What follows belongs to an exercise in optimizing a design on an open flow for small area, a short achievable clock period and few clock cycles; a production flow would make more cautious choices. Function was checked by simulation only, so behaviour that the tests miss may differ from the original. No activity file was given, so power comes from the tool's default toggle rates.

File: config.mk
export PLATFORM = sky130hd
export DESIGN_NAME = sha1_hash_engine
export DESIGN_NICKNAME = sha1_hash_engine
export VERILOG_FILES = /design/flow/design.v
export SDC_FILE = /design/flow/constraint.sdc
export NUM_CORES = 4
export LEC_CHECK = 0
export CAP_MARGIN = 20
export CORE_MARGIN = 2
export CORE_UTILIZATION = 70
export CTS_CLUSTER_DIAMETER = 60
export CTS_CLUSTER_SIZE = 30
export SETUP_SLACK_MARGIN = 4
export SLEW_MARGIN = 20
File: constraint.sdc
create_clock -name core_clock -period 7.5 [get_ports {i_clk}]
set_input_delay 1.5000 -clock core_clock [delete_from_list [all_inputs] [get_ports {i_clk}]]
set_output_delay 1.5000 -clock core_clock [all_outputs]
set_load 0.01 [all_outputs]
File: design.v
`default_nettype none
package sha1_pkg;
    localparam logic [31:0] H0_INIT = 32'h67452301;
    localparam logic [31:0] H1_INIT = 32'hEFCDAB89;
    localparam logic [31:0] H2_INIT = 32'h98BADCFE;
    localparam logic [31:0] H3_INIT = 32'h10325476;
    localparam logic [31:0] H4_INIT = 32'hC3D2E1F0;
    localparam logic [31:0] K0 = 32'h5A827999;
    localparam logic [31:0] K1 = 32'h6ED9EBA1;
    localparam logic [31:0] K2 = 32'h8F1BBCDC;
    localparam logic [31:0] K3 = 32'hCA62C1D6;
    localparam logic [1:0] SRC_SCHED = 2'd0;   
    localparam logic [1:0] SRC_STG   = 2'd1;   
    localparam logic [1:0] SRC_ZERO  = 2'd2;   
    localparam logic [1:0] SRC_LEN   = 2'd3;   
    localparam logic [1:0] PAD_NONE = 2'd0;    
    localparam logic [1:0] PAD_80   = 2'd1;    
    localparam logic [1:0] PAD_ZB   = 2'd2;    
    localparam logic [1:0] PAD_ZW   = 2'd3;    
endpackage
`default_nettype wire
`default_nettype none
module sha1_ctrl (
    input  wire logic       i_clk,
    input  wire logic       i_rst_n,
    input  wire logic       i_start,
    input  wire logic       i_byte_present,
    input  wire logic       i_finish,
    output logic            o_busy,
    output logic            o_stg_shift,    
    output logic            o_stg_data,     
    output logic            o_pad80,        
    output logic            o_push,         
    output logic [1:0]      o_push_src,
    output logic            o_pre,          
    output logic            o_pre_first,    
    output logic            o_init,         
    output logic            o_step,         
    output logic [1:0]      o_kst,          
    output logic            o_fch,          
    output logic            o_fmj,          
    output logic [4:0]      o_cadd,         
    output logic            o_rol,          
    output logic            o_ren,          
    output logic            o_first,        
    output logic            o_len_inc,
    output logic            o_len_clr,
    output logic [4:0]      o_wsel,         
    output logic            o_valid,
    output logic [2:0]      o_widx,
    output logic            o_last
);
    logic [2:0] r_bcnt;      
    logic [1:0] r_pad;
    logic       r_lenok;     
    logic [6:0] r_wcnt;      
    logic       r_wlo, r_w80, r_w1, r_ge2, r_sch, r_w14, r_w15, r_w78;   
    logic       r_fresh;     
    logic [1:0] r_kst;       
    logic [3:0] r_ca;        
    logic       r_pre;       
    logic       r_act;       
    logic       r_first;     
    logic       r_last;      
    logic [4:0] r_wsel;
    logic       r_valid;
    logic [2:0] r_widx;
    logic       r_lastw;
    logic       r_busy;
    logic       r_init, r_rnd, r_step, r_push, r_prev, r_rol, r_ren;
    logic       r_fch, r_fmj;    
    logic acc, acc_b, acc_f;
    logic use_init, use_rnd, ca0, dpa, sched_push, stg_push, zw_push, push, room;
    logic stg_shift, len_push, pre;
    logic [1:0] n_kst, n_pad;
    logic [6:0] n_wcnt;
    logic [2:0] n_bcnt;
    logic       n_lenok, n_fresh, n_pre, n_wlo, n_w80, n_w1, n_ge2, n_busy;
    logic       n_sch, n_w78, n_act, n_dpa, n_init, n_rnd;
    assign use_init = r_init;
    assign use_rnd  = r_rnd;
    assign ca0      = r_w78;
    assign pre      = r_prev;
    assign dpa = (r_wlo || r_w80) && (!r_fresh || use_init || use_rnd);
    assign sched_push = r_sch;
    assign stg_push   = dpa && r_bcnt[2];
    assign zw_push    = dpa && (r_pad == sha1_pkg::PAD_ZW);
    assign push       = r_push;
    assign len_push   = zw_push && r_lenok && r_w15;
    assign acc   = i_start && !r_busy;
    assign acc_b = acc && i_byte_present;
    assign acc_f = acc && i_finish;
    assign room = !r_bcnt[2] || stg_push;
    assign stg_shift = acc_b || (acc_f && !i_byte_present) ||
                       (r_pad == sha1_pkg::PAD_80 && room) ||
                       (r_pad == sha1_pkg::PAD_ZB && !r_bcnt[2]);
    always_comb begin
        if (sched_push)              o_push_src = sha1_pkg::SRC_SCHED;
        else if (stg_push)           o_push_src = sha1_pkg::SRC_STG;
        else if (r_lenok && r_w15)   o_push_src = sha1_pkg::SRC_LEN;
        else                         o_push_src = sha1_pkg::SRC_ZERO;
    end
    always_comb begin
        if (r_w80 || r_wcnt < 7'd20) n_kst = 2'd0;
        else if (r_wcnt < 7'd40)     n_kst = 2'd1;
        else if (r_wcnt < 7'd60)     n_kst = 2'd2;
        else                         n_kst = 2'd3;
    end
    always_comb begin
        n_wcnt = r_wcnt;
        if (use_rnd && r_w80)  n_wcnt = (stg_push || zw_push) ? 7'd1 : 7'd0;
        else if (push)         n_wcnt = r_wcnt + 7'd1;
        n_wlo = (n_wcnt < 7'd16);
        n_w80 = (n_wcnt == 7'd80);
        n_w1  = (n_wcnt == 7'd1);
        n_ge2 = (n_wcnt >= 7'd2);
        n_bcnt = r_bcnt - (stg_push ? 3'd4 : 3'd0) + (stg_shift ? 3'd1 : 3'd0);
        n_pad   = r_pad;
        n_lenok = r_lenok;
        case (r_pad)
            sha1_pkg::PAD_NONE: begin
                if (acc_f) n_pad = i_byte_present ? sha1_pkg::PAD_80 : sha1_pkg::PAD_ZB;
            end
            sha1_pkg::PAD_80: begin
                if (room) n_pad = sha1_pkg::PAD_ZB;
            end
            sha1_pkg::PAD_ZB: begin
                if (stg_push) begin
                    n_pad   = sha1_pkg::PAD_ZW;
                    n_lenok = !r_w14;
                end
            end
            default: begin
                if (zw_push && r_w15) begin
                    n_lenok = 1'b1;
                    if (r_lenok) n_pad = sha1_pkg::PAD_NONE;
                end
            end
        endcase
        if (push)                       n_fresh = 1'b1;
        else if (use_init || use_rnd)   n_fresh = 1'b0;
        else                            n_fresh = r_fresh;
        if (pre)           n_pre = 1'b1;
        else if (use_init) n_pre = 1'b0;
        else               n_pre = r_pre;
        if (use_init)      n_act = 1'b1;
        else if (r_ca[3])  n_act = 1'b0;
        else               n_act = r_act;
        n_sch  = (n_wcnt >= 7'd16) && (n_wcnt <= 7'd79);
        n_w78  = (n_wcnt == 7'd78);
        n_init = n_fresh && n_w1 && n_pre;
        n_rnd  = n_fresh && n_ge2;
        n_dpa  = (n_wlo || n_w80) && (!n_fresh || n_init || n_rnd);
        n_busy = (n_pad != sha1_pkg::PAD_NONE) || (n_bcnt[2] && !n_dpa);
    end
    assign o_busy      = r_busy;
    assign o_stg_shift = stg_shift;
    assign o_stg_data  = acc_b;
    assign o_pad80     = !acc_b && (acc_f || r_pad == sha1_pkg::PAD_80);
    assign o_push      = push;
    assign o_pre       = pre;
    assign o_pre_first = r_ca[3] ? r_last : r_first;
    assign o_init      = use_init;
    assign o_step      = r_step;
    assign o_kst       = r_kst;
    assign o_fch       = r_fch;
    assign o_fmj       = r_fmj;
    assign o_cadd      = {r_ca[3], r_ca[2], r_ca[1], r_ca[0], ca0};
    assign o_rol       = r_rol;
    assign o_ren       = r_ren;
    assign o_first     = r_first;
    assign o_len_inc   = acc_b;
    assign o_len_clr   = len_push;
    assign o_wsel      = r_wsel;
    assign o_valid     = r_valid;
    assign o_widx      = r_widx;
    assign o_last      = r_lastw;
    always_ff @(posedge i_clk) begin
        if (!i_rst_n) begin
            r_bcnt  <= '0;
            r_pad   <= sha1_pkg::PAD_NONE;
            r_lenok <= 1'b0;
            r_wcnt  <= '0;
            r_wlo   <= 1'b1;
            r_w80   <= 1'b0;
            r_w1    <= 1'b0;
            r_ge2   <= 1'b0;
            r_sch   <= 1'b0;
            r_w14   <= 1'b0;
            r_w15   <= 1'b0;
            r_w78   <= 1'b0;
            r_fresh <= 1'b0;
            r_kst   <= '0;
            r_ca    <= '0;
            r_pre   <= 1'b0;
            r_act   <= 1'b0;
            r_first <= 1'b1;
            r_last  <= 1'b0;
            r_wsel  <= '0;
            r_valid <= 1'b0;
            r_widx  <= '0;
            r_lastw <= 1'b0;
            r_busy  <= 1'b0;
            r_init  <= 1'b0;
            r_rnd   <= 1'b0;
            r_step  <= 1'b0;
            r_push  <= 1'b0;
            r_prev  <= 1'b1;
            r_rol   <= 1'b0;
            r_ren   <= 1'b0;
            r_fch   <= 1'b1;
            r_fmj   <= 1'b0;
        end else begin
            r_bcnt  <= n_bcnt;
            r_pad   <= n_pad;
            r_lenok <= n_lenok;
            r_wcnt  <= n_wcnt;
            r_wlo   <= n_wlo;
            r_w80   <= n_w80;
            r_w1    <= n_w1;
            r_ge2   <= n_ge2;
            r_sch   <= n_sch;
            r_w14   <= (n_wcnt == 7'd14);
            r_w15   <= (n_wcnt == 7'd15);
            r_w78   <= n_w78;
            r_init  <= n_init;
            r_rnd   <= n_rnd;
            r_step  <= n_init || n_rnd || r_ca[1];
            r_push  <= n_sch || (n_dpa && (n_bcnt[2] || n_pad == sha1_pkg::PAD_ZW));
            r_prev  <= r_ca[2] || (!n_pre && !n_act);
            r_rol   <= n_w78 || r_w78 || r_ca[0];
            r_ren   <= n_w78 || r_w78 || r_ca[0] || r_ca[1] || r_ca[2];
            r_fresh <= n_fresh;
            r_pre   <= n_pre;
            r_busy  <= n_busy;
            if (push) begin
                r_kst <= n_kst;
                r_fch <= (n_kst == 2'd0);
                r_fmj <= (n_kst == 2'd2);
            end
            r_ca <= {r_ca[2:0], ca0};
            r_act <= n_act;
            if (len_push) r_last <= 1'b1;
            if (r_ca[3]) begin
                r_first <= r_last;
                r_last  <= 1'b0;
            end
            r_wsel  <= (r_ca[3] && r_last) ? 5'b00001 : {r_wsel[3:0], 1'b0};
            r_valid <= (r_wsel != 5'd0);
            r_widx  <= {r_wsel[4], r_wsel[3] || r_wsel[2], r_wsel[3] || r_wsel[1]};
            r_lastw <= r_wsel[4];
        end
    end
endmodule
`default_nettype wire
`default_nettype none
module sha1_dp #(
    parameter int LEN_BITS = 16
) (
    input  wire logic       i_clk,
    input  wire logic       i_rst_n,
    input  wire logic [7:0] i_data_byte,
    input  wire logic       i_stg_shift,
    input  wire logic       i_stg_data,
    input  wire logic       i_pad80,
    input  wire logic       i_push,
    input  wire logic [1:0] i_push_src,
    input  wire logic       i_pre,
    input  wire logic       i_pre_first,
    input  wire logic       i_init,
    input  wire logic       i_step,
    input  wire logic [1:0] i_kst,
    input  wire logic       i_fch,
    input  wire logic       i_fmj,
    input  wire logic [4:0] i_cadd,
    input  wire logic       i_rol,
    input  wire logic       i_ren,
    input  wire logic       i_first,
    input  wire logic       i_len_inc,
    input  wire logic       i_len_clr,
    input  wire logic [4:0] i_wsel,
    output logic [31:0]     o_digest_word
);
    logic [31:0]         r_stg;
    logic [31:0]         r_win [16];    
    logic [31:0]         r_a, r_b, r_c, r_d;
    logic [31:0]         r_qx, r_qa;    
    logic [31:0]         r_h [5];       
    logic [LEN_BITS-1:0] r_len;
    logic [31:0]         r_out;         
    logic [7:0]  stg_byte;
    logic [31:0] w_mix, w_sched, w_in, w0;
    logic [31:0] p1, p2, p3, p4, p0;   
    logic [31:0] fb, fc, f_val, k_val, x1s, x1c, x2s, x2c;
    logic [31:0] ra, ys, yc, n_a;
    logic [31:0] ch_h, ch_x, ch_sum;
    assign stg_byte = i_stg_data ? i_data_byte : (i_pad80 ? 8'h80 : 8'h00);
    assign w0      = r_win[0];
    assign w_mix   = r_win[2] ^ r_win[7] ^ r_win[13] ^ r_win[15];
    assign w_sched = {w_mix[30:0], w_mix[31]};
    always_comb begin
        case (i_push_src)
            sha1_pkg::SRC_SCHED: w_in = w_sched;
            sha1_pkg::SRC_STG:   w_in = r_stg;
            sha1_pkg::SRC_LEN:   w_in = {{(29-LEN_BITS){1'b0}}, r_len, 3'b000};
            default:             w_in = 32'd0;
        endcase
    end
    assign p0 = i_first     ? sha1_pkg::H0_INIT : r_h[4];
    assign p1 = i_pre_first ? sha1_pkg::H1_INIT : r_h[4];
    assign p2 = i_pre_first ? sha1_pkg::H2_INIT : r_h[3];
    assign p3 = i_pre_first ? sha1_pkg::H3_INIT : r_h[2];
    assign p4 = i_pre_first ? sha1_pkg::H4_INIT : r_h[1];
    assign fb = {r_b[1:0], r_b[31:2]};
    always_comb begin
        if (i_fch)      f_val = (r_a & fb) | (~r_a & r_c);
        else if (i_fmj) f_val = (r_a & fb) | (r_a & r_c) | (fb & r_c);
        else            f_val = r_a ^ fb ^ r_c;
        case (i_kst)
            2'd0:    k_val = sha1_pkg::K0;
            2'd1:    k_val = sha1_pkg::K1;
            2'd2:    k_val = sha1_pkg::K2;
            default: k_val = sha1_pkg::K3;
        endcase
    end
    assign x1s = f_val ^ r_d ^ w0;
    assign x1c = {(f_val[30:0] & r_d[30:0]) | (f_val[30:0] & w0[30:0]) | (r_d[30:0] & w0[30:0]), 1'b0};
    assign x2s = x1s ^ x1c ^ k_val;
    assign x2c = {(x1s[30:0] & x1c[30:0]) | (x1s[30:0] & k_val[30:0]) | (x1c[30:0] & k_val[30:0]), 1'b0};
    assign ra  = {r_a[26:0], r_a[31:27]};
    assign ys  = ra ^ r_qx;
    assign yc  = {(ra[30:0] & r_qx[30:0]) | r_qa[30:0], 1'b0};
    assign n_a = ys + yc;
    always_ff @(posedge i_clk) begin
        if (i_pre) begin
            r_a <= p1;
            r_b <= {p2[29:0], p2[31:30]};
            r_c <= p3;
            r_d <= p4;
        end else if (i_step) begin
            r_a <= i_init ? p0 : n_a;
            r_b <= r_a;
            r_c <= fb;
            r_d <= r_c;
            r_qx <= x2s ^ x2c;
            r_qa <= x2s & x2c;
        end
    end
    always_comb begin
        ch_h = r_h[0];
        if (i_first) begin
            case (1'b1)
                i_cadd[0]: ch_h = sha1_pkg::H4_INIT;
                i_cadd[1]: ch_h = sha1_pkg::H3_INIT;
                i_cadd[2]: ch_h = sha1_pkg::H2_INIT;
                i_cadd[3]: ch_h = sha1_pkg::H1_INIT;
                default:   ch_h = sha1_pkg::H0_INIT;
            endcase
        end
    end
    assign ch_x   = i_rol ? {r_a[1:0], r_a[31:2]} : r_a;
    sha1_add32 u_chadd (
        .i_a (ch_h),
        .i_b (ch_x),
        .o_s (ch_sum)
    );
    always_ff @(posedge i_clk) begin
        if (i_ren) begin
            r_h[0] <= r_h[1];
            r_h[1] <= r_h[2];
            r_h[2] <= r_h[3];
            r_h[3] <= r_h[4];
            r_h[4] <= ch_sum;
        end
    end
    always_ff @(posedge i_clk) begin
        if (i_stg_shift) begin
            r_stg <= {r_stg[23:0], stg_byte};
        end
        if (i_push) begin
            r_win[0] <= w_in;
            for (int i = 1; i < 16; i++) r_win[i] <= r_win[i-1];
        end
    end
    always_ff @(posedge i_clk) begin
        if (!i_rst_n || i_len_clr) begin
            r_len <= '0;
        end else if (i_len_inc) begin
            r_len <= r_len + 1'b1;
        end
    end
    always_ff @(posedge i_clk) begin
        r_out <= ({32{i_wsel[0]}} & r_h[4]) | ({32{i_wsel[1]}} & r_h[3]) |
                 ({32{i_wsel[2]}} & r_h[2]) | ({32{i_wsel[3]}} & r_h[1]) |
                 ({32{i_wsel[4]}} & r_h[0]);
    end
    assign o_digest_word = r_out;
endmodule
`default_nettype wire
`default_nettype none
module sha1_add32 (
    input  wire logic [31:0] i_a,
    input  wire logic [31:0] i_b,
    output logic [31:0]      o_s
);
    logic [31:0] g [6];
    logic [31:0] p [6];
    assign g[0] = i_a & i_b;
    assign p[0] = i_a ^ i_b;
    for (genvar l = 0; l < 5; l++) begin : g_lvl
        for (genvar i = 0; i < 32; i++) begin : g_bit
            if (((i >> l) & 1) == 1) begin : g_join
                localparam int J = ((i >> l) << l) - 1;
                assign g[l+1][i] = g[l][i] | (p[l][i] & g[l][J]);
                assign p[l+1][i] = p[l][i] & p[l][J];
            end else begin : g_pass
                assign g[l+1][i] = g[l][i];
                assign p[l+1][i] = p[l][i];
            end
        end
    end
    assign o_s = p[0] ^ {g[5][30:0], 1'b0};
endmodule
`default_nettype wire
`default_nettype none
module sha1_hash_engine #(
    parameter int LENGTH_COUNT_BITS = 16
) (
    input  wire logic        i_clk,
    input  wire logic        i_rst_n,
    input  wire logic        start,
    output logic             busy,
    input  wire logic [7:0]  i_data_byte,
    input  wire logic        i_byte_present,
    input  wire logic        i_finish,
    output logic             o_valid,
    output logic [31:0]      o_digest_word,
    output logic [2:0]       o_word_index,
    output logic             o_last_word
);
    logic       stg_shift, stg_data, pad80, push, pre, pre_first, init, step, first;
    logic       len_inc, len_clr;
    logic [1:0] push_src, kst;
    logic [4:0] cadd;
    logic       fch, fmj, rol, ren;
    logic [2:0] widx;
    logic [4:0] wsel;
    logic       last;
    sha1_ctrl u_ctrl (
        .i_clk          (i_clk),
        .i_rst_n        (i_rst_n),
        .i_start        (start),
        .i_byte_present (i_byte_present),
        .i_finish       (i_finish),
        .o_busy         (busy),
        .o_stg_shift    (stg_shift),
        .o_stg_data     (stg_data),
        .o_pad80        (pad80),
        .o_push         (push),
        .o_push_src     (push_src),
        .o_pre          (pre),
        .o_pre_first    (pre_first),
        .o_init         (init),
        .o_step         (step),
        .o_kst          (kst),
        .o_fch          (fch),
        .o_fmj          (fmj),
        .o_cadd         (cadd),
        .o_rol          (rol),
        .o_ren          (ren),
        .o_first        (first),
        .o_len_inc      (len_inc),
        .o_len_clr      (len_clr),
        .o_wsel         (wsel),
        .o_valid        (o_valid),
        .o_widx         (widx),
        .o_last         (last)
    );
    sha1_dp #(
        .LEN_BITS (LENGTH_COUNT_BITS)
    ) u_dp (
        .i_clk         (i_clk),
        .i_rst_n       (i_rst_n),
        .i_data_byte   (i_data_byte),
        .i_stg_shift   (stg_shift),
        .i_stg_data    (stg_data),
        .i_pad80       (pad80),
        .i_push        (push),
        .i_push_src    (push_src),
        .i_pre         (pre),
        .i_pre_first   (pre_first),
        .i_init        (init),
        .i_step        (step),
        .i_kst         (kst),
        .i_fch         (fch),
        .i_fmj         (fmj),
        .i_cadd        (cadd),
        .i_rol         (rol),
        .i_ren         (ren),
        .i_first       (first),
        .i_len_inc     (len_inc),
        .i_len_clr     (len_clr),
        .i_wsel        (wsel),
        .o_digest_word (o_digest_word)
    );
    assign o_word_index = widx;
    assign o_last_word  = last;
endmodule
`default_nettype wire
File: run.sh
#!/bin/bash
# synth_recipe.tcl (not shown) runs the flow's synth.tcl, then flattens the netlist and writes it again
# the make line also repeats each setting of config.mk as NAME=value (left out here)
make -C /OpenROAD-flow-scripts/flow DESIGN_CONFIG=/design/flow/config.mk WORK_HOME=/design/flow/orfs CLKGATE_MAP_FILE= SYNTH_SCRIPT=/design/flow/synth_recipe.tcl finish
==> results of run 1 <==
final timing paths:
path / slack [ns] / endpoint / cells past startpoint / startpoint
worst max-delay path: 4.04 / u_dp.r_qx[30] / 8 / u_dp.r_a[30]
worst min-delay path: 0.41 / u_dp.r_win[4][22] / 0 / u_dp.r_win[3][22]
worst max register to register: 4.04 / u_dp.r_qx[30] / 8 / u_dp.r_a[30]
worst min register to register: 0.41 / u_dp.r_win[4][22] / 0 / u_dp.r_win[3][22]
cells by family (layout without fill, tap and decap cells):
group / count (synthesis) / in the layout
xor gates and xnor gates: 176 / 176
adders and majority gates: 263 / 263
AOI/OAI and AO/OA: 570 / 571
buffers and inverters: 361 / 463
and+or+nand+nor: 500 / 500
muxes: 36 / 36
other: 0 / 3
DFF: 991 / 991
area by class of cell:
type                            instances  area (µm²)  share of cell area (%)
Timing Repair Buffer                  116        1137                   2.474
Inverter                              253       953.4                   2.074
Tap cell                              773       967.2                   2.104
Antenna cell                            3       7.507                 0.01633
Clock inverter                         36       466.7                   1.015
Multi-Input combinational cell       1546       12240                   26.62
Clock buffer                           58        1388                   3.019
Sequential cell                       991       28810                   62.68
sequential cells by signal, indices dropped and copies added, names as in the netlist, 4 cells and up:
name	flops
u_ctrl.r_ca	4
u_ctrl.r_wcnt	7
u_ctrl.r_wsel	5
u_dp.r_a	32
u_dp.r_b	32
u_dp.r_c	32
u_dp.r_d	32
u_dp.r_h	160
u_dp.r_len	16
u_dp.r_out	32
u_dp.r_qa	30
u_dp.r_qx	32
u_dp.r_stg	32
u_dp.r_win	512
cell usage after synthesis, drive strengths merged, types with 4 or more instances:
cell type	instances
and3	23
o31ai	8
buf	10
a211oi	23
o22ai	5
ha	168
inv	253
nand3	21
a21oi	123
o21ai	208
nor3	16
edfxtp	894
xor2	54
a31oi	6
o21a	11
dfxtp	97
nor4	5
nor2	94
nor2b	7
a22oi	33
nand2	230
a222oi	32
or3	11
mux2	33
a21o	21
fa	95
nand4	12
o211ai	6
o21bai	8
o22a	51
o2bb2ai	4
clkbuf	98
nand2b	14
or2	35
and2	21
xnor2	122
report_power, final:
part	switching, mW	internal (mW)
combinational	2.06	1.32
sequential	0.425	7.07
clock	1.92	1.51
what timing repair did:
action	in CTS	in global routing
setup buffers	21	23
endpoints found under the hold margin	0	0
gates resized for setup	36	44
endpoints found under the setup margin	44	214
cloned	2	0
pin swaps	11	27
metal layers:
| metal | wire length (µm) | part of all wire, % | track usage, % | up-vias |
|---|---|---|---|---|
| li1 | - | - | - | 10620 |
| met1 | 39080 | 41 | 44.10 | 11880 |
| met2 | 45440 | 47 | 49.13 | 1272 |
| met3 | 8622 | 9.0 | 5.162 | 167 |
| met4 | 3051 | 3.2 | 9.897 | 4 |
| met5 | 16 | 0.017 | 0 | - |
==> impl_metrics.tcl, run 1 <==
set metrics [dict create \
    status "finished clean" \
    place_area_um2 43330 \
    finalNonFillerCells 3776 \
    max_freq_ghz 0.2894 \
    yosys_register_bits 991 \
    h-tree-depth 2 \
    cts_made_buffers 53 \
    cpLargestDelayFamily "adder cells" \
    initial_core_util_pct 71.00 \
    drt_first_pass_iters 8 \
    synth_compound_area_share_pct 8.712 \
    hold_buffers 0 \
    grt_max_degree 225 \
    netlist_area_um2 42060 \
    overflow 0 \
    fin_nets 3237 \
    clock_skew_ns 0.04506 \
    timing.final.crit_share_pct 46.07 \
    synth_top_family_by_area "adder cells" \
    hold_slack_ns 0.4111 \
    worst_slew_pin_slew_ns 1.054 \
    syn_nets 3173 \
    die_h_um 249.1 \
    setup-tns-final_ns 0 \
    slew_headroom_pct 29.77 \
    globalRouteTotalUtil_pct 30.76 \
    clk_pin_slew_ns 0.10 \
    std_cell_rows 89 \
    drv_slew 0 \
    portBuffers 50 \
    cp_slowest_cell "o21ai_0" \
    crit_chain "buf_4, fa_1, mux2_2, o21ai_0, fa_1, inv_1, fa_1, ha_1" \
    final_util_pct 77.59 \
    ir_drop_uv 238.8 \
    setup_viol 0 \
    antenna_found_initial 3 \
    hp-class "flop to flop" \
    die_width_um 249.1 \
    core_area_um2 59240 \
    period_needed_ns 3.455 \
    dp_hpwl_mm 62.69 \
    clock_latency_ns 0.66 \
    final_cell_mix "894 x edfxtp_1, 252 x inv_1, 227 x nand2_1" \
    vias_per_cell 6.340 \
    cellLeakagePower_nw 16.40 \
    synth_cells 2897 \
    synthAdderAreaFrac_pct 9.518 \
    nFillCells 3423 \
    synth_edf_count 894 \
    ys.flop_type "edfxtp_1" \
    drive_above_1_share_pct 9.967 \
    clk_path_buf_depth 3 \
    power_mw 14.31 \
    crit_type "flop to flop" \
    grt_setup_unrepaired "true" \
    wl_per_cell_um 25.48 \
    gp_congestion 0.9085 \
    antenna_left 0 \
    dieArea_um2 62070 \
    synth_top_area_share_pct 63.82 \
    synthTopCellsByArea "edfxtp_1 64%, ha_1 5.0%, dfxtp_1 4.6%" \
    cp-start-kind "flop" \
    grt_pass1_wl_mm 142.8 \
    cts_tree "built" \
    ys_types 72 \
    layout_commonest_cell "edfxtp_1" \
    synth_warnings 7 \
    fin_area_um2 45970 \
    async_reset_ff_share_pct 0 \
    synth_xor_area_share_pct 3.665 \
    ios 51 \
    crit_path_max_incr_delay_ns 0.52 \
    worstPathRequired_ns 7.90 \
    end_kind "flop" \
    maxCapViolCount 0 \
    crit_buf_inv 2 \
    dp_cells 3630 \
    cts_root_buffer "clkbuf_16" \
    drc 0 \
    layout_setup_ws_ns 4.045 \
    vias 23940 \
    worst-endpoint-arrival_ns 3.86 \
    avgSynthCellArea_um2 14.52 \
    syn_to_final_growth_pct 9.278 \
    synth_top_area_cell "edfxtp_1" \
    ys_seq_area_share_pct 68.44 \
    worstPathMaxFanout 5 \
    powerDensity_nw_per_um2 311.3 \
    yosys.area_share.simple_pct 5.464 \
    drt-total-wl_mm 96.21 \
    hold_viol_final 0 \
    pre_cts_slack_ns 3.259 \
    cp_common_cell "fa_1" \
    drtIter0Drc 2967 \
    cts_sinks 991 \
    synthMuxAreaShare_pct 0.9548 \
    grt_pass1_vias 23480 \
]
Testbench counts, summed over its fixed seeds: cycles 77,357.
==> run 2, diff against run 1 <==
--- a/config.mk
+++ b/config.mk
@@ -9,6 +9,4 @@
 export CORE_MARGIN = 2
 export CORE_UTILIZATION = 70
-export CTS_CLUSTER_DIAMETER = 60
-export CTS_CLUSTER_SIZE = 30
 export SETUP_SLACK_MARGIN = 4
 export SLEW_MARGIN = 20
==> run 2 against run 1 <==
  * Still clean
  * Global-route usage increased by 1.8 points
  * Sequential power grew 0.5%
  * Register-to-register slack worse by 0.02 ns
  * Hold slack lost 0.0019 ns
  * Synthesized area did not move
  * Critical path type unchanged
  * Largest cell class unchanged
==> impl_metrics.tcl, run 2 <==
set metrics [dict create \
    cellLeakagePower_nw 17.11 \
    grt_max_degree 225 \
    timing.final.crit_share_pct 46.40 \
    vias_per_cell 6.383 \
    swShare_pct 29.48 \
    slew_headroom_pct 15.80 \
    dp_hpwl_mm 62.69 \
    portBuffers 50 \
    end_kind "flop" \
    grt_pass1_wl_mm 150.3 \
    maxCapViolCount 0 \
    antenna_found_initial 4 \
    netlist_area_um2 42060 \
    power_mw 15.96 \
    p_clk_share_pct 31.3 \
    period_needed_ns 3.480 \
    setup-tns-final_ns 0 \
    layout_commonest_cell "edfxtp_1" \
    synth.most_common_cell "edfxtp_1" \
    max_freq_ghz 0.2873 \
    yosys_register_bits 991 \
    largest_reg_flops 512 \
    drv_slew 0 \
    worst_slew_pin_slew_ns 1.253 \
    pwr-share-seq_pct 47.2 \
    pre_cts_slack_ns 3.259 \
    cts_sinks 991 \
    ys_seq_area_share_pct 68.44 \
    final_cell_mix "894 x edfxtp_1, 252 x inv_1, 227 x nand2_1" \
    drt-total-wl_mm 100.4 \
    ys_types 72 \
    worstPathRequired_ns 7.92 \
    fin_nets 3281 \
    grt_pass1_vias 24370 \
    status "finished clean" \
    clock_skew_ns 0.03432 \
    overflow 0 \
    largest-register "u_dp.r_win" \
    syn_nets 3173 \
    syn_to_final_growth_pct 12.60 \
    final_util_pct 79.95 \
    cts_tree "built" \
    die_width_um 249.1 \
    antenna_left 0 \
    globalRouteTotalUtil_pct 32.54 \
    worstPathMaxFanout 3 \
    vias 24610 \
    drt_first_pass_iters 6 \
    drive_above_1_share_pct 11.71 \
    hold_viol_final 0 \
    clk_path_buf_depth 3 \
    dieArea_um2 62070 \
    wl_per_cell_um 26.04 \
    power.switching_mw 4.705 \
    ir_drop_uv 212.5 \
    synth_cells 2897 \
    gp_congestion 0.9085 \
    cp-start-kind "flop" \
    yosys-top-cells-count "894 x edfxtp_1, 253 x inv_1, 230 x nand2_1" \
    pwr-share-comb_pct 21.5 \
    grt_setup_unrepaired "true" \
    hp-class "flop to flop" \
    synth_warnings 7 \
    clock_latency_ns 0.68 \
    r2r_slack_ns 4.02 \
    ios 51 \
    avgSynthCellArea_um2 14.52 \
    synth_top_area_share_pct 63.82 \
    crit_type "flop to flop" \
    setup_viol 0 \
    synthTopCellsByArea "edfxtp_1 64%, ha_1 5.0%, dfxtp_1 4.6%" \
    synth_top_area_cell "edfxtp_1" \
    powerDensity_nw_per_um2 337.0 \
    synth_edf_count 894 \
    drc 0 \
    cts_root_buffer "clkbuf_16" \
    h-tree-depth 3 \
    ys.flop_type "edfxtp_1" \
    initial_core_util_pct 71.00 \
    n_antenna_cell 0 \
    cell_internal_pwr_mw 11.26 \
    cts_made_buffers 97 \
    clk_pin_slew_ns 0.06 \
    async_reset_ff_share_pct 0 \
    die_h_um 249.1 \
    drtIter0Drc 3237 \
    worst-endpoint-arrival_ns 3.90 \
    layout_setup_ws_ns 4.020 \
    core_area_um2 59240 \
    std_cell_rows 89 \
    top_regs "u_dp.r_win (512), u_dp.r_h (160)" \
]
==> run 2: cell counts after synthesis <==
No cell type changed its count.
==> run 2: logic make-up after synthesis <==
logic type	Yosys count	synth area share (%)
buffers and inverters	361	3.248
XOR/XNOR	176	3.665
AO/OA/AOI/OAI	570	8.712
adder cells (fa/ha/maj)	263	9.518
flip-flops	991	68.44
AND/OR/NAND/NOR	500	5.464
multiplexers	36	0.9548
==> run 2: what timing repair did <==
action                                  CTS  global route
endpoints found under the setup margin   47           105
hold buffers                              0             0
buffers inserted                         25            21
gates resized for setup                  31            52
pin swaps                                12            27
gates cloned                              2             0
==> run 2: per-layer routing <==
metal  routed length [µm]  part of all wire [%]  up-vias  GRT usage [%]
met3                 9485                   9.4      235          5.225
li1                     -                     -    10730              -
met1                39770                    40    12170          46.90
met4                 3778                   3.8        4          11.72
met5                   27                 0.027        -              0
met2                47330                    47     1470          51.31
==> run 2: worst paths after layout <==
path / from / endpoint / depth (start not counted)
worst max-delay path: u_ctrl.r_first / u_dp.r_h[4][31] / 14
worst min-delay path: u_dp.r_win[4][3] / u_dp.r_win[5][3] / 0
worst max register to register: u_ctrl.r_first / u_dp.r_h[4][31] / 14
worst min register to register: u_dp.r_win[4][3] / u_dp.r_win[5][3] / 0
==> run 2: critical path: stages (launching register included) <==
cell	delay, ns
dfxtp_4	0.36
buf_12	0.10
clkinvlp_4	0.08
or4_4	0.57
o21ai_2	0.08
ha_2	0.20
fa_2	0.24
a211oi_2	0.09
o21ai_1	0.16
nand2_2	0.11
o41a_1	0.43
o2111a_1	0.29
o31ai_2	0.26
a21oi_1	0.11
xnor2_1	0.14
==> run 2: per-stage QoR <==
stage                     hold WS [ns]  std cells  area [µm²]
after floorplan                 0.4003       2897       42100
after global placement          0.4002       3630       43330
after detailed placement        0.4045       3630       43330
after CTS                       0.4104       3834       46930
after global routing            0.4164       3856       47360
final                           0.4092       3856       47360
==> run 2: area by class of cell <==
class | instances | area, µm²
repair buffers | 116 | 1112
flip-flops and latches | 991 | 28810
fillers | 3182 | 11880
multi-input cells | 1546 | 12260
well taps | 773 | 967.2
clock buffers | 123 | 2616
clock inverters | 54 | 648.1
inverters | 253 | 953.4
==> run 2: power by group through the flow <==
stage | registers (mW) | clock network, mW | logic (mW)
global route | 7.58 | 5.25 | 3.79
global placement | 7.64 | 0 | 2.91
detailed placement | 7.69 | 0 | 3.02
CTS | 7.57 | 5.04 | 3.20
floorplan | 7.69 | 0 | 1.99
finish | 7.53 | 5.00 | 3.43
==> run 3, diff against run 2 <==
--- a/config.mk
+++ b/config.mk
@@ -9,4 +9,6 @@
 export CORE_MARGIN = 2
 export CORE_UTILIZATION = 70
-export SETUP_SLACK_MARGIN = 4
+export CTS_CLUSTER_DIAMETER = 60
+export CTS_CLUSTER_SIZE = 30
+export SETUP_SLACK_MARGIN = 3
 export SLEW_MARGIN = 20
==> run 3 against run 2 <==
  * Critical path depth unchanged
  * Maximum frequency down 18%
  * Die area unchanged
  * Routed wire length down 7.1%
  * Critical endpoint is now u_dp.r_h[4][26]
  * Largest power group unchanged
  * Highest routed layer unchanged
==> impl_metrics.tcl, run 3 <==
set metrics [dict create \
    crit-reg2reg-launch "u_ctrl.r_first" \
    period_needed_ns 4.226 \
    ys_types 72 \
    crit_buf_inv 2 \
    clock_skew_ns 0.04736 \
    final_util_pct 76.33 \
    yosys_register_bits 991 \
    pwr-share-comb_pct 22.4 \
    swShare_pct 30.64 \
    slew_headroom_pct 21.22 \
    crit_type "flop to flop" \
    hold_viol_final 0 \
    power_mw 14.01 \
    core_area_um2 59240 \
    status "finished clean" \
    synth_top_area_cell "edfxtp_1" \
    dieArea_um2 62070 \
    drt_first_pass_iters 9 \
    setup-tns-final_ns 0 \
    cp-start-kind "flop" \
    drv_slew 0 \
    grt_max_degree 217 \
    worst-endpoint-arrival_ns 4.64 \
    top_regs "u_dp.r_win (512), u_dp.r_h (160)" \
    worstPathRequired_ns 7.91 \
    fin_nets 3191 \
    ys.flop_type "edfxtp_1" \
    worstHoldStart "u_dp.r_win[5][15]" \
    overflow 0 \
    ios 51 \
    largest_reg_flops 512 \
    ys_seq_area_share_pct 68.44 \
    final_cell_mix "894 x edfxtp_1, 253 x inv_1, 229 x nand2_1" \
    h-tree-depth 2 \
    crit_chain "buf_6, inv_1, or4_1, o21ai_0, ha_1, fa_1, a211oi_1, o21ai_0, nand2_1, o41a_1, a21boi_0, a211o_1, a21oi_1, xnor2_1" \
    clk_pin_slew_ns 0.10 \
    largest-register "u_dp.r_win" \
    layout_commonest_cell "edfxtp_1" \
    hp-class "flop to flop" \
    cp_common_cell "o21ai_0" \
    gp_congestion 0.9169 \
    powerDensity_nw_per_um2 309.8 \
    dp_hpwl_mm 62.83 \
    avgSynthCellArea_um2 14.52 \
    setup_viol 0 \
    r2r.worst_path.cells 14 \
    cell_internal_pwr_mw 9.718 \
    cellLeakagePower_nw 16.11 \
    synth_edf_count 894 \
    grt_pass1_wl_mm 140.0 \
    crit_path_start "u_ctrl.r_first" \
    cts_sinks 991 \
    max_freq_ghz 0.2366 \
    hold_buffers 0 \
    cp_slowest_cell "or4_1" \
    crit_path_max_incr_delay_ns 0.75 \
    synth_top_area_share_pct 63.82 \
    layout_setup_ws_ns 3.274 \
    grt_setup_unrepaired "false" \
    drc 0 \
    cpLargestDelayFamily "compound AO/OA/AOI/OAI gates" \
    vias 23480 \
    ir_drop_uv 214.2 \
    end_kind "flop" \
    antenna_found_initial 4 \
    portBuffers 50 \
    globalRouteTotalUtil_pct 30.16 \
    synth.most_common_cell "edfxtp_1" \
    syn_to_final_growth_pct 7.496 \
    timing.final.crit_share_pct 56.35 \
    drtIter0Drc 2943 \
    grt_pass1_vias 23300 \
    worstPathMaxFanout 38 \
    hold_slack_ns 0.4026 \
    cts_root_buffer "clkbuf_16" \
    clk_path_buf_depth 3 \
    std_cell_rows 89 \
    drt-total-wl_mm 93.29 \
    clock_latency_ns 0.66 \
    yosys-top-cells-count "894 x edfxtp_1, 253 x inv_1, 230 x nand2_1" \
    wl_per_cell_um 25.02 \
    path_depth 14 \
    worst_slew_pin_slew_ns 1.182 \
    async_reset_ff_share_pct 0 \
    die_width_um 249.1 \
    synth_warnings 7 \
    cts_tree "built" \
    pre_cts_slack_ns 3.249 \
    pwr-share-seq_pct 53.9 \
    maxCapViolCount 0 \
    cts_made_buffers 52 \
    synthTopCellsByArea "edfxtp_1 64%, ha_1 5.0%, dfxtp_1 4.6%" \
    synth_cells 2897 \
    netlist_area_um2 42060 \
    antenna_left 0 \
    syn_nets 3173 \
    p_clk_share_pct 23.7 \
    initial_core_util_pct 71.00 \
    power.switching_mw 4.293 \
    whs_path_depth 0 \
    vias_per_cell 6.295 \
    drive_above_1_share_pct 7.039 \
    die_h_um 249.1 \
]
## run 3: cell type report
type	instances	area, µm²
tap	773	967.2
sequential	991	28810
clock inverter	36	417.9
fill	3439	14020
timing repair buffer	72	754.5
clock buffer	58	1355
inverter	253	949.7
antenna	1	2.502
multi-input combinational	1545	11960
## run 3: final timing paths
path / end / slack, ns
setup reg to reg: u_dp.r_h[4][26] / 3.27
setup / recovery: u_dp.r_h[4][26] / 3.27
hold / removal: u_dp.r_win[6][15] / 0.40
hold reg to reg: u_dp.r_win[6][15] / 0.40
## run 3: power by group through the flow
| stage | clock, mW | combinational (mW) | sequential [mW] |
|---|---|---|---|
| final | 3.31 | 3.14 | 7.56 |
| after global routing | 3.54 | 3.51 | 7.61 |
| after CTS | 3.36 | 3.08 | 7.55 |
| after floorplan | 0 | 1.99 | 7.69 |
| after global placement | 0 | 2.92 | 7.61 |
| after detailed placement | 0 | 3.06 | 7.66 |
## run 3: layer usage
| metal | up-vias | GRT usage, % | share of wire, % |
|---|---|---|---|
| li1 | 10520 | - | - |
| met2 | 1138 | 46.57 | 46 |
| met3 | 175 | 5.883 | 9.8 |
| met4 | 6 | 10.65 | 3.5 |
| met5 | - | 0 | 0.043 |
| met1 | 11630 | 43.72 | 40 |
## run 3: repair_timing
action                     in CTS  in global routing
setup endpoints to repair       0                  1
buffers inserted                0                  0
gates resized for setup         0                  1
## run 3: logic make-up (layout without fill, tap and decap cells)
group,after synthesis,count (layout),synth area share [%]
compound gates,570,570,8.712
buf+inv,361,419,3.248
mux,36,36,0.9548
xor+xnor,176,176,3.665
fa+ha+maj,263,263,9.518
simple gates,500,500,5.464
other cells,0,1,0
flops,991,991,68.44
## run 3: metrics by stage
step | area [µm²] | cells
6_report | 45220 | 3729
3_5_place_dp | 43350 | 3631
2_1_floorplan | 42090 | 2897
4_1_cts | 45120 | 3725
3_3_place_gp | 43350 | 3631
5_1_grt | 45210 | 3728
==> run 4, diff against run 3 <==
--- a/config.mk
+++ b/config.mk
@@ -11,4 +11,4 @@
 export CTS_CLUSTER_DIAMETER = 60
 export CTS_CLUSTER_SIZE = 30
-export SETUP_SLACK_MARGIN = 3
+export SETUP_SLACK_MARGIN = 4.5
 export SLEW_MARGIN = 20
==> run 4 against run 3 <==
  * Still clean on timing, DRC and antenna
  * Die area did not move
  * Synthesized area unchanged
  * Maximum frequency grew 25%
  * Final cell count is 3.8% higher
  * Via count up 5.5%
  * Worst setup slack better by 0.84 ns
  * Hold slack better by 0.011 ns
  * Power is 6.8% higher
  * First-iteration DRC count shrank 0.27%
  * Clock skew fell by 0.015 ns
  * Critical path depth fell by 3
  * Clock-buffer cell count up 5
  * Largest cell class unchanged
==> impl_metrics.tcl, run 4 <==
set metrics [dict create \
    gp_congestion 0.9600 \
    grt_pass1_wl_mm 148.8 \
    worstPathRequired_ns 7.88 \
    swShare_pct 31.11 \
    netlist_area_um2 42060 \
    avgSynthCellArea_um2 14.52 \
    synth_warnings 7 \
    slew_headroom_pct 31.31 \
    largest_reg_flops 512 \
    drive_above_1_share_pct 17.33 \
    synth_edf_count 894 \
    die_width_um 249.1 \
    fin_nets 3336 \
    portBuffers 50 \
    worstPathMaxFanout 4 \
    initial_core_util_pct 71.00 \
    antenna_left 0 \
    ys_seq_area_share_pct 68.44 \
    clk_path_buf_depth 3 \
    drt_first_pass_iters 8 \
    vias_per_cell 6.395 \
    cts_sinks 991 \
    layout_commonest_cell "edfxtp_1" \
    yosys-top-cells-count "894 x edfxtp_1, 253 x inv_1, 230 x nand2_1" \
    clock_skew_ns 0.03260 \
    drc 0 \
    grt_setup_unrepaired "true" \
    timing.final.crit_share_pct 45.20 \
    synthAdderAreaFrac_pct 9.518 \
    hp-class "flop to flop" \
    cp-start-kind "flop" \
    die_h_um 249.1 \
    top_regs "u_dp.r_win (512), u_dp.r_h (160)" \
    largest-register "u_dp.r_win" \
    pre_cts_slack_ns 3.513 \
    dp_hpwl_mm 63.43 \
    top_layer_used "met5" \
    globalRouteTotalUtil_pct 32.07 \
    drt-total-wl_mm 100.6 \
    ys.flop_type "edfxtp_1" \
    hold_viol_final 0 \
    pwr-share-seq_pct 49.9 \
    grt_pass1_vias 24330 \
    clock_latency_ns 0.66 \
    synth_top_area_cell "edfxtp_1" \
    power.switching_mw 4.654 \
    pwr-share-comb_pct 28.3 \
    synth.most_common_cell "edfxtp_1" \
    yosys.area_share.simple_pct 5.464 \
    synth_xor_area_share_pct 3.665 \
    synth_cells 2897 \
    cellLeakagePower_nw 17.28 \
    synth_top_family_by_area "adder cells" \
    overflow 0 \
    hold_buffers 0 \
    setup-tns-final_ns 0 \
    drtIter0Drc 2935 \
    maxCapViolCount 0 \
    grt_max_degree 116 \
    p_clk_share_pct 21.8 \
    synth_compound_area_share_pct 8.712 \
    wl_per_cell_um 25.98 \
    cts_root_buffer "clkbuf_16" \
    crit_type "flop to flop" \
    wl_met1_mm 39.56 \
    dr_wl_met3_mm 8.834 \
    yosys_register_bits 991 \
    worst_slew_pin_slew_ns 1.030 \
    async_reset_ff_share_pct 0 \
    syn_to_final_growth_pct 13.53 \
    antenna_found_initial 2 \
    h-tree-depth 2 \
    syn_nets 3173 \
    synthMuxAreaShare_pct 0.9548 \
    core_area_um2 59240 \
    worst-endpoint-arrival_ns 3.77 \
    ys_types 72 \
    final_util_pct 80.61 \
    powerDensity_nw_per_um2 313.2 \
    std_cell_rows 89 \
    synth_top_area_share_pct 63.82 \
    max_freq_ghz 0.2950 \
    dr_wl_met2_mm 47.64 \
    cell_internal_pwr_mw 10.30 \
    dieArea_um2 62070 \
    status "finished clean" \
    clk_pin_slew_ns 0.11 \
    vias 24760 \
    setup_viol 0 \
    cts_tree "built" \
    synthTopCellsByArea "edfxtp_1 64%, ha_1 5.0%, dfxtp_1 4.6%" \
    ios 51 \
    drv_slew 0 \
    end_kind "flop" \
    period_needed_ns 3.390 \
    cts_made_buffers 50 \
    final_cell_mix "894 x edfxtp_1, 242 x inv_1, 226 x nand2_1" \
    ir_drop_uv 220.7 \
    layout_setup_ws_ns 4.110 \
]
[run 4: cell type report]
class / count / area, µm²
diodes: 1 / 2.502
well taps: 773 / 967.2
fillers: 3144 / 11480
clock buffers: 63 / 1415
clock inverters: 27 / 300.3
repair buffers: 218 / 2019
flip-flops and latches: 991 / 28820
multi-input cells: 1546 / 13270
inverters: 253 / 963.4
[run 4: final timing paths]
path | to | start | depth (start not counted) | slack (ns)
max reg2reg | u_dp.r_a[28] | u_dp.r_a[28] | 11 | 4.11
min | u_dp.r_win[7][15] | u_dp.r_win[6][15] | 0 | 0.41
min reg2reg | u_dp.r_win[7][15] | u_dp.r_win[6][15] | 0 | 0.41
max | u_dp.r_a[28] | u_dp.r_a[28] | 11 | 4.11
[run 4: logic make-up after synthesis]
group	count (synthesis)
flip-flops	991
AND/OR/NAND/NOR	500
AO/OA/AOI/OAI	570
multiplexers	36
buffers and inverters	361
XOR/XNOR	176
adder cells (fa/ha/maj)	263
[run 4: repair_timing]
item / in CTS / in global routing
setup endpoints to repair: 505 / 339
gates resized for setup: 272 / 120
hold endpoints to repair: 0 / 0
setup buffers: 103 / 43
pin swaps: 106 / 102
gates cloned: 4 / 0
[run 4: critical path, cell delays in order, from the launching register on]
cell and delay, ns:
edfxtp_1 0.53, ha_4 0.21, or2_4 0.26, ha_4 0.24, a211oi_4 0.31, nor4_4 0.07
o21a_1 0.20, or3_4 0.44, o311ai_4 0.35, a21oi_2 0.13, xnor2_2 0.27, o21ai_1 0.11
[run 4: through the flow]
step	hold slack, ns	cell area (µm²)	total power [mW]	cells
3_3_place_gp	0.4004	43430	10.59	3631
3_5_place_dp	0.4045	43430	10.77	3631
4_1_cts	0.4013	46880	14.54	3828
2_1_floorplan	0.4003	42220	9.701	2897
6_report	0.4136	47760	14.96	3872
5_1_grt	0.3975	47750	15.58	3871
[run 4: power groups by stage]
stage	logic [mW]	registers [mW]	clock network [mW]
floorplan	2.02	7.68	0
global placement	2.96	7.63	0
detailed placement	3.08	7.68	0
CTS	3.76	7.49	3.29
global route	4.59	7.52	3.46
finish	4.24	7.47	3.26
[run 4: routing by layer]
layer	vias to the layer above	GRT usage (%)
li1	10810	-
met3	244	5.141
met1	12370	44.97
met5	-	0
met2	1336	51.90
met4	2	11.58
==> run 5, diff against run 4 <==
--- a/config.mk
+++ b/config.mk
@@ -11,4 +11,5 @@
 export CTS_CLUSTER_DIAMETER = 60
 export CTS_CLUSTER_SIZE = 30
-export SETUP_SLACK_MARGIN = 4.5
+export PLACE_DENSITY = 0.74
+export SETUP_SLACK_MARGIN = 4
 export SLEW_MARGIN = 20
==> run 5 against run 4 <==
  * Clock-buffer cell count decreased by 5
  * Via count decreased by 3.3%
  * Still clean
  * Critical endpoint is now u_dp.r_qx[30]
  * Power down 4.4%
  * Sequential cell count did not move
  * First-iteration DRC count increased by 1.1%
  * Final cell count decreased by 2.5%
  * Core utilization shrank 3.0 points
  * Sequential share of layout area increased by 2.3 points
  * Global-route usage down 1.3 points
==> impl_metrics.tcl, run 5 <==
set metrics [dict create \
    ys_types 72 \
    core_area_um2 59240 \
    worst-endpoint-arrival_ns 3.86 \
    period_needed_ns 3.455 \
    cp-start-kind "flop" \
    worstPathRequired_ns 7.90 \
    setup-tns-final_ns 0 \
    cp_slowest_cell "o21ai_0" \
    maxCapViolCount 0 \
    busiest_layer "met2" \
    hp-class "flop to flop" \
    hold_viol_final 0 \
    layout_commonest_cell "edfxtp_1" \
    dieArea_um2 62070 \
    drc 0 \
    setup_viol 0 \
    synthTopCellsByArea "edfxtp_1 64%, ha_1 5.0%, dfxtp_1 4.6%" \
    avgSynthCellArea_um2 14.52 \
    drt-total-wl_mm 96.21 \
    vias_per_cell 6.340 \
    h-tree-depth 2 \
    cts_made_buffers 53 \
    overflow 0 \
    cts_root_buffer "clkbuf_16" \
    clock_skew_ns 0.04506 \
    die_width_um 249.1 \
    timing.final.crit_share_pct 46.07 \
    top_regs "u_dp.r_win (512), u_dp.r_h (160)" \
    syn_nets 3173 \
    grt_pass1_wl_mm 142.8 \
    synth_warnings 7 \
    cellLeakagePower_nw 16.40 \
    synth.most_common_cell "edfxtp_1" \
    powerDensity_nw_per_um2 311.3 \
    worstPathMaxFanout 5 \
    hold_buffers 0 \
    gr-usage-met1_pct 44.10 \
    die_h_um 249.1 \
    ios 51 \
    drtIter0Drc 2967 \
    cp_common_cell "fa_1" \
    worst_slew_pin_slew_ns 1.054 \
    portBuffers 50 \
    synth_cells 2897 \
    clock_latency_ns 0.66 \
    synth_top_area_cell "edfxtp_1" \
    netlist_area_um2 42060 \
    end_kind "flop" \
    drive_above_1_share_pct 9.967 \
    largest-register "u_dp.r_win" \
    ir_drop_uv 238.8 \
    use_met3_pct 5.162 \
    gp_congestion 0.9085 \
    initial_core_util_pct 71.00 \
    syn_to_final_growth_pct 9.278 \
    crit_path_max_incr_delay_ns 0.52 \
    clk_pin_slew_ns 0.10 \
    drv_slew 0 \
    antenna_left 0 \
    clk_path_buf_depth 3 \
    grt_pass1_vias 23480 \
    largest_reg_flops 512 \
    slew_headroom_pct 29.77 \
    synth_top_area_share_pct 63.82 \
    final_cell_mix "894 x edfxtp_1, 252 x inv_1, 227 x nand2_1" \
    hold_slack_ns 0.4111 \
    use_met2_pct 49.13 \
    async_reset_ff_share_pct 0 \
    vias 23940 \
    ys.flop_type "edfxtp_1" \
    synth_edf_count 894 \
    crit_chain "buf_4, fa_1, mux2_2, o21ai_0, fa_1, inv_1, fa_1, ha_1" \
    yosys-top-cells-count "894 x edfxtp_1, 253 x inv_1, 230 x nand2_1" \
    wl_per_cell_um 25.48 \
    nFillCells 3423 \
    grt_setup_unrepaired "true" \
    std_cell_rows 89 \
    globalRouteTotalUtil_pct 30.76 \
    ys_seq_area_share_pct 68.44 \
    crit_type "flop to flop" \
    cts_sinks 991 \
    max_freq_ghz 0.2894 \
    yosys_register_bits 991 \
    status "finished clean" \
    grt_max_degree 225 \
    fin_nets 3237 \
    r2r_slack_ns 4.04 \
    cts_tree "built" \
    dp_hpwl_mm 62.69 \
    antenna_found_initial 3 \
    drt_first_pass_iters 8 \
]
## run 5: cell counts after synthesis
Identical to the previous run, type by type.
## run 5: per-layer routing
| layer | vias up | wire length, µm |
|---|---|---|
| li1 | 10620 | - |
| met1 | 11880 | 39080 |
| met5 | - | 16 |
| met4 | 4 | 3051 |
| met2 | 1272 | 45440 |
| met3 | 167 | 8622 |
## run 5: critical path: cells and delay by family (launching register included)
family | cells | cell delay [ns]
buffers and inverters | 2 | 0.28
adder cells (fa/ha/maj) | 4 | 1.71
flip-flops | 1 | 0.41
AO/OA/AOI/OAI | 1 | 0.52
multiplexers | 1 | 0.27
## run 5: final cells by class
type                    instances  area (µm²)  area share, %
flip-flops and latches        991       28810          62.68
multi-input cells            1546       12240          26.62
clock buffers                  58        1388          3.019
repair buffers                116        1137          2.474
well taps                     773       967.2          2.104
inverters                     253       953.4          2.074
clock inverters                36       466.7          1.015
diodes                          3       7.507        0.01633
## run 5: final timing paths
kind                          start                end  depth (start not counted)
setup reg to reg       u_dp.r_a[30]      u_dp.r_qx[30]                          8
hold / removal    u_dp.r_win[3][22]  u_dp.r_win[4][22]                          0
hold reg to reg   u_dp.r_win[3][22]  u_dp.r_win[4][22]                          0
setup / recovery       u_dp.r_a[30]      u_dp.r_qx[30]                          8
## run 5: logic make-up after synthesis
group | synth area share, %
compound gates | 8.712
xor+xnor | 3.665
fa+ha+maj | 9.518
buf+inv | 3.248
flops | 68.44
mux | 0.9548
simple gates | 5.464
## run 5: repair_timing
action                     CTS  global route
pin swaps                   11            27
setup endpoints to repair   44           214
gates resized for setup     36            44
setup buffers               21            23
hold endpoints to repair     0             0
gates cloned                 2             0
## run 5: where the power goes
part	switching, mW	leakage (nW)	internal, mW
combinational	2.06	6.53	1.32
sequential	0.425	8.98	7.07
clock	1.92	0.888	1.51
## run 5: per-stage QoR
stage	std cells	setup WS (ns)	instance area (µm²)	utilization (%)	total power, mW
final	3776	4.045	45970	77.59	14.31
after global routing	3773	3.862	45960	77.58	14.96
after CTS	3747	3.955	45500	76.81	14.18
after detailed placement	3630	3.259	43330	73.15	10.71
after global placement	3630	3.263	43330	73.15	10.54
after floorplan	2897	1.759	42100	-	9.675
==> run 6, diff against run 5 <==
--- a/design.v
+++ b/design.v
@@ -77,4 +77,6 @@
     logic [2:0] n_bcnt;
     logic       n_lenok, n_fresh, n_pre, n_wlo, n_w80, n_w1, n_ge2, n_busy;
+    logic       in_shift, padshift, n_pbusy, n_full, n_push;
+    logic [2:0] n_bcnt0, n_bcnt1;
     logic       n_sch, n_w78, n_act, n_dpa, n_init, n_rnd;
     assign use_init = r_init;
@@ -92,7 +94,8 @@
     assign acc_f = acc && i_finish;
     assign room = !r_bcnt[2] || stg_push;
-    assign stg_shift = acc_b || (acc_f && !i_byte_present) ||
-                       (r_pad == sha1_pkg::PAD_80 && room) ||
+    assign in_shift  = acc && (i_byte_present || i_finish);
+    assign padshift  = (r_pad == sha1_pkg::PAD_80 && room) ||
                        (r_pad == sha1_pkg::PAD_ZB && !r_bcnt[2]);
+    assign stg_shift = in_shift || padshift;
     always_comb begin
         if (sched_push)              o_push_src = sha1_pkg::SRC_SCHED;
@@ -115,5 +118,7 @@
         n_w1  = (n_wcnt == 7'd1);
         n_ge2 = (n_wcnt >= 7'd2);
-        n_bcnt = r_bcnt - (stg_push ? 3'd4 : 3'd0) + (stg_shift ? 3'd1 : 3'd0);
+        n_bcnt0 = r_bcnt - (stg_push ? 3'd4 : 3'd0) + (padshift ? 3'd1 : 3'd0);
+        n_bcnt1 = r_bcnt - (stg_push ? 3'd4 : 3'd0) + 3'd1;
+        n_bcnt  = in_shift ? n_bcnt1 : n_bcnt0;
         n_pad   = r_pad;
         n_lenok = r_lenok;
@@ -152,5 +157,9 @@
         n_rnd  = n_fresh && n_ge2;
         n_dpa  = (n_wlo || n_w80) && (!n_fresh || n_init || n_rnd);
-        n_busy = (n_pad != sha1_pkg::PAD_NONE) || (n_bcnt[2] && !n_dpa);
+        n_pbusy = (r_pad != sha1_pkg::PAD_NONE) && (n_pad != sha1_pkg::PAD_NONE);
+        n_full  = (r_bcnt[2] && !stg_push) || (r_bcnt == 3'd3 && padshift);
+        n_busy  = n_pbusy || acc_f || ((n_full || (r_bcnt == 3'd3 && in_shift)) && !n_dpa);
+        n_push  = n_sch || (n_dpa && (n_full || (r_bcnt == 3'd3 && in_shift) ||
+                                      n_pad == sha1_pkg::PAD_ZW));
     end
     assign o_busy      = r_busy;
@@ -227,5 +236,5 @@
             r_rnd   <= n_rnd;
             r_step  <= n_init || n_rnd || r_ca[1];
-            r_push  <= n_sch || (n_dpa && (n_bcnt[2] || n_pad == sha1_pkg::PAD_ZW));
+            r_push  <= n_push;
             r_prev  <= r_ca[2] || (!n_pre && !n_act);
             r_rol   <= n_w78 || r_w78 || r_ca[0];
@@ -324,8 +333,8 @@
         endcase
     end
-    assign x1s = f_val ^ r_d ^ w0;
-    assign x1c = {(f_val[30:0] & r_d[30:0]) | (f_val[30:0] & w0[30:0]) | (r_d[30:0] & w0[30:0]), 1'b0};
-    assign x2s = x1s ^ x1c ^ k_val;
-    assign x2c = {(x1s[30:0] & x1c[30:0]) | (x1s[30:0] & k_val[30:0]) | (x1c[30:0] & k_val[30:0]), 1'b0};
+    assign x1s = r_d ^ w0 ^ k_val;
+    assign x1c = {(r_d[30:0] & w0[30:0]) | (r_d[30:0] & k_val[30:0]) | (w0[30:0] & k_val[30:0]), 1'b0};
+    assign x2s = x1s ^ x1c ^ f_val;
+    assign x2c = {(x1s[30:0] & x1c[30:0]) | (x1s[30:0] & f_val[30:0]) | (x1c[30:0] & f_val[30:0]), 1'b0};
     assign ra  = {r_a[26:0], r_a[31:27]};
     assign ys  = ra ^ r_qx;
--- a/config.mk
+++ b/config.mk
@@ -11,5 +11,4 @@
 export CTS_CLUSTER_DIAMETER = 60
 export CTS_CLUSTER_SIZE = 30
-export PLACE_DENSITY = 0.74
 export SETUP_SLACK_MARGIN = 4
 export SLEW_MARGIN = 20
==> run 6 against run 5 <==
  * Sequential cell count stayed put
  * Highest routed layer is now met4
  * Still clean on timing, DRC and antenna
  * Power is 24% lower
  * Clock skew is 0.014 ns lower
  * Core utilization is 0.13 points lower
  * Via count is 1.8% lower
  * Non-clock buffer count is 23 higher
  * Design area is 1.1% lower
  * Synthesized cell count is 5.5% lower
  * Largest cell class unchanged
==> impl_metrics.tcl, run 6 <==
set metrics [dict create \
    avgSynthCellArea_um2 15.10 \
    clk_pin_slew_ns 0.11 \
    slew_headroom_pct 26.93 \
    timing.final.crit_share_pct 48.21 \
    ios 51 \
    portBuffers 50 \
    cts_made_buffers 51 \
    clock_skew_ns 0.03139 \
    synth.most_common_cell "edfxtp_1" \
    nFillCells 3248 \
    dp_hpwl_mm 61.11 \
    synth_top_area_cell "edfxtp_1" \
    antenna_left 0 \
    wl_per_cell_um 26.35 \
    dieArea_um2 60990 \
    ys.flop_type "edfxtp_1" \
    pwr-share-seq_pct 58.6 \
    initial_core_util_pct 70.41 \
    yosys-top-cells-count "894 x edfxtp_1, 214 x inv_1, 172 x nand2_1" \
    worst_slew_pin_slew_ns 1.096 \
    final_cell_mix "894 x edfxtp_1, 213 x inv_1, 170 x nand2_1" \
    drive_above_1_share_pct 11.41 \
    grt_pass1_wl_mm 141.7 \
    dp_cells 3488 \
    drt_first_pass_iters 9 \
    hold_viol_final 0 \
    multiInputGateArea_um2 11760 \
    ys_seq_area_share_pct 69.67 \
    pre_cts_slack_ns 3.038 \
    drc 0 \
    end_kind "flop" \
    finalNonFillerCells 3650 \
    yosys_register_bits 991 \
    async_reset_ff_share_pct 0 \
    cp-start-kind "flop" \
    h-tree-depth 2 \
    vias 23500 \
    synth_top_area_share_pct 64.97 \
    top_regs "u_dp.r_win (512), u_dp.r_h (160)" \
    p_clk_share_pct 31.1 \
    syn_to_final_growth_pct 10.00 \
    worst-endpoint-arrival_ns 4.01 \
    grt_pass1_vias 22970 \
    synth_cells 2737 \
    drtIter0Drc 3172 \
    core_area_um2 58690 \
    largest-register "u_dp.r_win" \
    clock_latency_ns 0.66 \
    power.switching_mw 2.771 \
    powerDensity_nw_per_um2 239.3 \
    gp_congestion 0.9317 \
    syn_nets 2984 \
    hold_buffers 0 \
    layout_setup_ws_ns 3.884 \
    setup_viol 0 \
    setup-tns-final_ns 0 \
    synth_warnings 7 \
    drt-total-wl_mm 96.17 \
    synthTopCellsByArea "edfxtp_1 65%, dfxtp_1 4.7%, fa_1 4.5%" \
    clk_path_buf_depth 3 \
    antenna_found_initial 3 \
    vias_per_cell 6.438 \
    cts_tree "built" \
    grt_max_degree 96 \
    synth_edf_count 894 \
    period_needed_ns 3.616 \
    die_h_um 247.0 \
    ir_drop_uv 293.7 \
    maxCapViolCount 0 \
    cts_sinks 991 \
    worstPathRequired_ns 7.89 \
    cts_root_buffer "clkbuf_16" \
    status "finished clean" \
    cellLeakagePower_nw 16.15 \
    die_width_um 247.0 \
    hp-class "flop to flop" \
    std_cell_rows 89 \
    ys_types 70 \
    fin_nets 3084 \
    pwr-share-comb_pct 10.3 \
    largest_reg_flops 512 \
    crit_type "flop to flop" \
    swShare_pct 25.47 \
    worstPathMaxFanout 8 \
    netlist_area_um2 41320 \
    globalRouteTotalUtil_pct 31.66 \
    overflow 0 \
    max_freq_ghz 0.2766 \
    register_area_um2 28830 \
    cell_internal_pwr_mw 8.108 \
    grt_setup_unrepaired "true" \
    layout_commonest_cell "edfxtp_1" \
    drv_slew 0 \
]
-- run 6: cell count changes after synthesis, moves of 14 or more --
cell and delta:
mux2i_1 +25, o21ai_1 +16, nand2_1 -58, o21ai_0 -83
o21a_1 +14, a22o_1 +15, a21oi_1 -26, xnor2_1 -26
nor2_1 +39, inv_1 -39, ha_1 -26, xor2_1 +22
a222oi_1 +16
-- run 6: worst max-delay path, stage by stage, from the launching register on --
cell and delay (ns):
dfxtp_4 0.40, inv_6 0.05, nor2_4 0.14, nand2_2 0.10, buf_4 0.19, o21a_1 0.11
ha_1 0.31, nor3_1 0.31, nor4_2 0.10, o2bb2ai_2 0.14, a22oi_2 0.24, a311oi_2 0.15
o21a_1 0.23, o21a_1 0.23, o41a_1 0.42, a21oi_2 0.15, xnor2_1 0.08
-- run 6: layer usage --
metal | vias up | track usage, % | share of wire, %
li1 | 10220 | - | -
met1 | 11720 | 45.75 | 40
met2 | 1344 | 48.95 | 47
met3 | 213 | 5.774 | 9.6
met4 | 0 | 11.71 | 4.1
met5 | - | 0 | 0
-- run 6: logic make-up after synthesis --
group                      after synthesis  synth area share (%)
DFF                                    991                 69.67
AOI/OAI and AO/OA                      499                 8.321
and+or+nand+nor                        471                 5.217
buffers and inverters                  309                 2.816
adders and majority gates              234                 8.757
xor gates and xnor gates               172                 3.646
muxes                                   61                 1.578
-- run 6: what timing repair did --
| action | in CTS | in global routing |
|---|---|---|
| pin swaps | 12 | 30 |
| buffers inserted | 20 | 45 |
| endpoints found under the setup margin | 43 | 23 |
| gates cloned | 1 | 2 |
| resized for setup | 30 | 59 |
-- run 6: final cells by class --
cell class / instances / share of cell area (%)
clock buffers: 59 / 2.967
well taps: 773 / 2.128
diodes: 2 / 0.01101
inverters: 216 / 1.795
repair buffers: 139 / 2.783
flip-flops and latches: 991 / 63.42
clock inverters: 32 / 1.027
multi-input cells: 1438 / 25.87
-- run 6: worst paths after layout --
path / start / endpoint / cells after the start / slack [ns]
setup / recovery: u_ctrl.r_first / u_dp.r_h[4][31] / 16 / 3.88
hold / removal: u_dp.r_win[11][11] / u_dp.r_win[12][11] / 0 / 0.42
setup reg to reg: u_ctrl.r_first / u_dp.r_h[4][31] / 16 / 3.88
hold reg to reg: u_dp.r_win[11][11] / u_dp.r_win[12][11] / 0 / 0.42
-- run 6: power groups by stage --
stage	logic [mW]	clock network, mW	registers (mW)
after global routing	1.25	3.59	6.39
after global placement	0.916	0	6.51
after detailed placement	0.967	0	6.53
after floorplan	0.687	0	6.45
final	1.12	3.38	6.38
after CTS	1.02	3.42	6.40
-- run 6: per-stage QoR --
stage / cell area, µm² / hold slack [ns] / power [mW] / util, %
2_1_floorplan: 41370 / 0.4003 / 7.138 / -
6_report: 45460 / 0.4223 / 10.88 / 77.46
3_5_place_dp: 42670 / 0.4045 / 7.493 / 72.72
5_1_grt: 45450 / 0.4249 / 11.23 / 77.45
3_3_place_gp: 42670 / 0.4010 / 7.431 / 72.72
4_1_cts: 44800 / 0.4200 / 10.83 / 76.34
Testbench counts of run 6, summed over its fixed seeds: cycles 77,357.

## re-timing with driven ports
The flow's constraints put no driver on any port. The routed layouts listed below were extracted and timed again, unchanged, in two steps.
Step 1 (the two cells are an assumption about what drives the block):
set clk [get_ports {i_clk}]
set_driving_cell -lib_cell sky130_fd_sc_hd__clkbuf_16 $clk
set_driving_cell -lib_cell sky130_fd_sc_hd__buf_2 [delete_from_list [all_inputs] $clk]
Step 2 times the ports against the registers' clock, not the clock port: input delays grow and output delays shrink by t, the midpoint of the rising clock arrivals with the driver on.
Three values: no drivers, after step 1, after step 2; two values: the first two.
run	shift t [ns]	slack for setup (ns)	hold slack, ns	slew at the worst register clock pin (ns)	pins driven straight from the clock port
run 1	0.708	4.045 / 4.045 / 3.480	0.411 / 0.411 / 0.411	0.11 / 0.11	1
run 2	0.733	4.020 / 4.020 / 3.447	0.409 / 0.409 / 0.409	0.07 / 0.07	1
run 3	0.701	3.274 / 3.274 / 3.274	0.403 / 0.403 / 0.403	0.11 / 0.11	1
run 4	0.712	4.110 / 4.110 / 3.864	0.414 / 0.414 / 0.414	0.11 / 0.11	1
run 5	0.708	4.045 / 4.045 / 3.480	0.411 / 0.411 / 0.411	0.11 / 0.11	1
run 6	0.705	3.884 / 3.884 / 3.504	0.422 / 0.422 / 0.422	0.12 / 0.12	1
After both steps every run listed still meets setup and hold. For run 2, which loses most, drivers alone change the setup slack by 0.000 ns; drivers and shift together by -0.573 ns.
